Source: an optimization exercise on an open RTL-to-GDS flow (aim: small area, a short achievable clock period and few clock cycles). Production flows keep margins and buffers that such runs may drop.
Power figures rest on the tool's default switching activity, not on a simulated workload.

the reference run:
==> flow/design.v (excerpt) <==
module chip8_cpu #(
  parameter int TICK_DIV = 64,
  parameter int STACK_DEPTH = 16
) (
  input wire clk,
  input wire reset,
  input wire mem_req_ready,
  input wire mem_rsp_valid,
  input wire chip8_bus_pkg::data_t mem_rdata,
  output logic mem_req_valid,
  output logic mem_req_write,
  output chip8_bus_pkg::addr_t mem_addr,
  output chip8_bus_pkg::data_t mem_wdata
);
==> flow/config.mk <==
export PLATFORM = sky130hd
export DESIGN_NAME = chip8_cpu
export DESIGN_NICKNAME = chip8_cpu
export VERILOG_FILES = /design/flow/design.v
export SDC_FILE = /design/flow/constraint.sdc
export NUM_CORES = 4
export LEC_CHECK = 0
export ABC_AREA = 1
export ABC_CLOCK_PERIOD_IN_PS = 3000
export CAP_MARGIN = 20
export CORE_MARGIN = 2
export CORE_UTILIZATION = 40
export CTS_BUF_LIST = sky130_fd_sc_hd__clkbuf_8
export CTS_CLUSTER_DIAMETER = 60
export SETUP_SLACK_MARGIN = 5
export SLEW_MARGIN = 20
==> flow/constraint.sdc <==
create_clock -name core_clock -period 10.0 [get_ports {clk}]
set_input_delay 2.0000 -clock core_clock [delete_from_list [all_inputs] [get_ports {clk}]]
set_output_delay 2.0000 -clock core_clock [all_outputs]
set_load 0.01 [all_outputs]
standard.sh (not shown) runs the stock make flow with config.mk's settings and CLKGATE_MAP_FILE= SYNTH_SCRIPT=/design/flow/synth_recipe.tcl, a recipe that flattens the netlist after the stock synthesis.
==> flow/flow/run.sh <==
#!/bin/bash
# the standard layout, with its timing repair aiming for a larger setup margin,
# plain buffers on the ports and cell sizing not held to the same footprint
set -euo pipefail
bash standard.sh SETUP_SLACK_MARGIN=6.6 MATCH_CELL_FOOTPRINT=0 "BUFFER_PORTS_ARGS=-buffer_cell sky130_fd_sc_hd__buf_4" finish > standard.log 2>&1
diff inputs: the reference run => the trial run
--- a/flow/design.v
+++ b/flow/design.v
@@ -269,38 +269,34 @@
   output logic flag_data,
   output logic stack_push,
   output logic stack_pop,
   output chip8_bus_pkg::addr_t push_addr,
   output logic timer_load,
   output chip8_bus_pkg::data_t timer_load_value
 );
   localparam logic [1:0] MK_STORE = 2'd0;
   localparam logic [1:0] MK_BCD = 2'd1;
   localparam logic [1:0] MK_LOAD = 2'd2;
   logic rq_v;
+  logic rq_rd;           
   logic rq_w;
   chip8_bus_pkg::addr_t rq_a;    
   chip8_bus_pkg::data_t rq_d;
   logic [1:0] ocnt;      
   logic [1:0] dcnt;      
   logic use_npc;         
   chip8_bus_pkg::addr_t npc;   
   logic half;            
   logic squash;          
   chip8_bus_pkg::data_t hi_q;
   logic hi_jp, hi_call, hi_00, hi_f, hi_b_op;
-  assign hi_jp = (hi_q[7:4] == chip8_isa_pkg::OP_JP);
-  assign hi_call = (hi_q[7:4] == chip8_isa_pkg::OP_CALL);
-  assign hi_00 = (hi_q == 8'h00);
-  assign hi_f = (hi_q[7:4] == chip8_isa_pkg::OP_MISC);
-  assign hi_b_op = (hi_q[7:4] == chip8_isa_pkg::OP_JP_V0);
   chip8_bus_pkg::data_t lo_q;
   logic ir_v;            
   chip8_bus_pkg::data_t opx;
   chip8_bus_pkg::data_t opy;
   chip8_isa_pkg::reg_idx_t xidx;
   chip8_bus_pkg::addr_t i_reg;
   logic m_iss;           
   logic st_q;            
   logic [1:0] m_kind;
   logic [3:0] mcnt;      
   logic [3:0] mlast;
@@ -344,25 +340,25 @@
   assign ld_rsp = rsp & en_ld;
   assign lo_store = (mem_rdata == chip8_isa_pkg::MISC_STORE);
   assign lo_bcd = (mem_rdata == chip8_isa_pkg::MISC_BCD);
   assign lo_load = (mem_rdata == chip8_isa_pkg::MISC_LOAD);
   assign lo_mop = lo_store | lo_bcd | lo_load;
   assign r_jc = lo_ok & (hi_jp | hi_call);
   assign r_ret = lo_ok & hi_00 & (mem_rdata == 8'hEE);
   assign r_redir = r_jc | r_ret;
   assign r_mop = lo_ok & hi_f & lo_mop;
   assign e_redir = ir_v & (op == chip8_isa_pkg::OP_JP_V0);
   assign redirect = r_redir | e_redir;
-  assign acc_rd = rq_v & mem_req_ready & ~rq_w;
+  assign acc_rd = rq_rd & mem_req_ready;
   assign slot_free = ~rq_v | mem_req_ready;
-  assign stalled_rd = rq_v & ~mem_req_ready & ~rq_w;
+  assign stalled_rd = rq_rd & ~mem_req_ready;
   assign ocnt_a = ocnt + {1'b0, acc_rd} - {1'b0, rsp};
   assign room = (ocnt_a != 2'd2);
   assign npc_inc = npc + 12'd1;
   chip8_bus_pkg::addr_t add_sum;
   assign add_sum = (hi_b_op ? {hi_q[3:0], lo_q} : i_reg) + chip8_bus_pkg::addr_t'(opx);
   assign bnnn_tgt = add_sum;
   always_comb begin
     if (r_ret) tgt = stack_top;
     else if (r_jc) tgt = {hi_q[3:0], mem_rdata};
     else tgt = bnnn_tgt;
   end
@@ -426,37 +422,43 @@
   assign mem_req_write = rq_w;
   assign mem_addr = rq_a;
   assign mem_wdata = rq_d;
   always_ff @(posedge clk) begin
     if (slot_free) begin
       rq_w <= r_mop ? ~lo_load : (m_iss & (m_kind != MK_LOAD));
       rq_a <= a_free;
       rq_d <= m_iss ? ((m_kind == MK_BCD) ? bcd_d : rd_x_data) : (mem_rdata[1] ? 8'(h_dig) : v0_data);
     end
     if (hi_b) begin
       hi_q <= mem_rdata;
+      hi_jp <= (mem_rdata[7:4] == chip8_isa_pkg::OP_JP);
+      hi_call <= (mem_rdata[7:4] == chip8_isa_pkg::OP_CALL);
+      hi_00 <= (mem_rdata == 8'h00);
+      hi_f <= (mem_rdata[7:4] == chip8_isa_pkg::OP_MISC);
+      hi_b_op <= (mem_rdata[7:4] == chip8_isa_pkg::OP_JP_V0);
       xidx <= mem_rdata[3:0];
     end
     lo_q <= mem_rdata;
     if (!(m_iss && m_kind == MK_BCD)) opx <= rd_x_data;
     opy <= rd_y_data;
     if (r_mop) mlast <= s_last;
     inv_a <= (op == chip8_isa_pkg::OP_ALU) && (mem_rdata[3:0] == 4'h7);
     inv_b <= (op == chip8_isa_pkg::OP_ALU) && (mem_rdata[3:0] == 4'h5);
     use_kk <= (op == chip8_isa_pkg::OP_ADD_IMM);
     if (!l_act) lidx <= '0;
     else if (ld_rsp) lidx <= lidx + 4'd1;
   end
   always_ff @(posedge clk or posedge reset) begin
     if (reset) begin
       rq_v <= 1'b0;
+      rq_rd <= 1'b0;
       ocnt <= '0;
       dcnt <= '0;
       kept <= 1'b0;
       l_pend <= 1'b0;
       use_npc <= 1'b1;
       npc <= chip8_bus_pkg::PROGRAM_START;
       half <= 1'b0;
       squash <= 1'b0;
       ir_v <= 1'b0;
       i_reg <= '0;
       m_iss <= 1'b0;
@@ -485,23 +487,26 @@
           i_reg <= add_sum;
       end
       if (r_mop) begin
         l_act <= lo_load & ~keep;
         l_pend <= lo_load & keep;
       end else if (rsp && dzero && kept) begin
         l_act <= l_pend;
         l_pend <= 1'b0;
       end else if (ld_rsp && lidx == mlast) begin
         l_act <= 1'b0;
       end
-      if (slot_free) rq_v <= r_mop ? s_go : (m_iss ? c_go : (room & ~kept));
+      if (slot_free) begin
+        rq_v <= r_mop ? s_go : (m_iss ? c_go : (room & ~kept));
+        rq_rd <= r_mop ? (s_go & lo_load) : (m_iss ? (c_go & (m_kind == MK_LOAD)) : (room & ~kept));
+      end
       if (r_mop) use_npc <= 1'b1;
       else if (redirect) use_npc <= ~slot_free;
       else if (f_go) use_npc <= 1'b0;
       if (r_mop) begin
         m_kind <= s_kind;
         m_first <= ~slot_free;
         if (s_go) begin
           m_iss <= (s_last != 4'd0);
           st_q <= lo_store & (s_last != 4'd0);
           mcnt <= 4'd1;
         end else begin
Notes after the runs:
Number of multi-input combinational cells in the layout: higher on the trial run. The reference run -> the trial run: area taken by flip-flops and latches increased slightly. The higher global-route usage came out of the trial run. Diff the reference run..the trial run | total negative slack for setup checks | unchanged. Measured against each other, the reference run and the trial run differ in met1 usage, the higher figure coming from the reference run. Power delta (the trial run − the reference run): unfavourable. The trial run against the reference run: initial core utilization shrank by 0.36 points; final cycle utilization of the critical path now larger.
No functional check of the RTL was part of any run of this note.

-- afterwards: timing with drivers on the ports --
No port has a modelled driver above. Below, the same layouts with a new extraction and two added sets of constraints.
Step 1: set_driving_cell puts a clkbuf_16 on clk and a buf_2 on each other input, an assumption about the parent block.
Step 2, shift: input delay + t, output delay - t, t = (earliest + latest rising clock arrival at the registers) / 2. This alone moves slack from input paths to output paths.
Three values: ideal, step 1, step 2; two values: the first two.
run	t (ns)	setup WS [ns]	clock arrival spread, ns	slew at the worst register clock pin (ns)	worst data-port slew with drivers (ns)
the reference run	0.718	6.519 / 6.521 / 5.803	0.057 / 0.057	0.07 / 0.07	0.09
the trial run	0.730	6.485 / 6.485 / 5.896	0.045 / 0.045	0.07 / 0.07	0.10
After both steps setup and hold are still met in every run listed. The setup slack of the reference run, which loses most, moves by +0.002 ns with the drivers and by -0.716 ns with both steps.
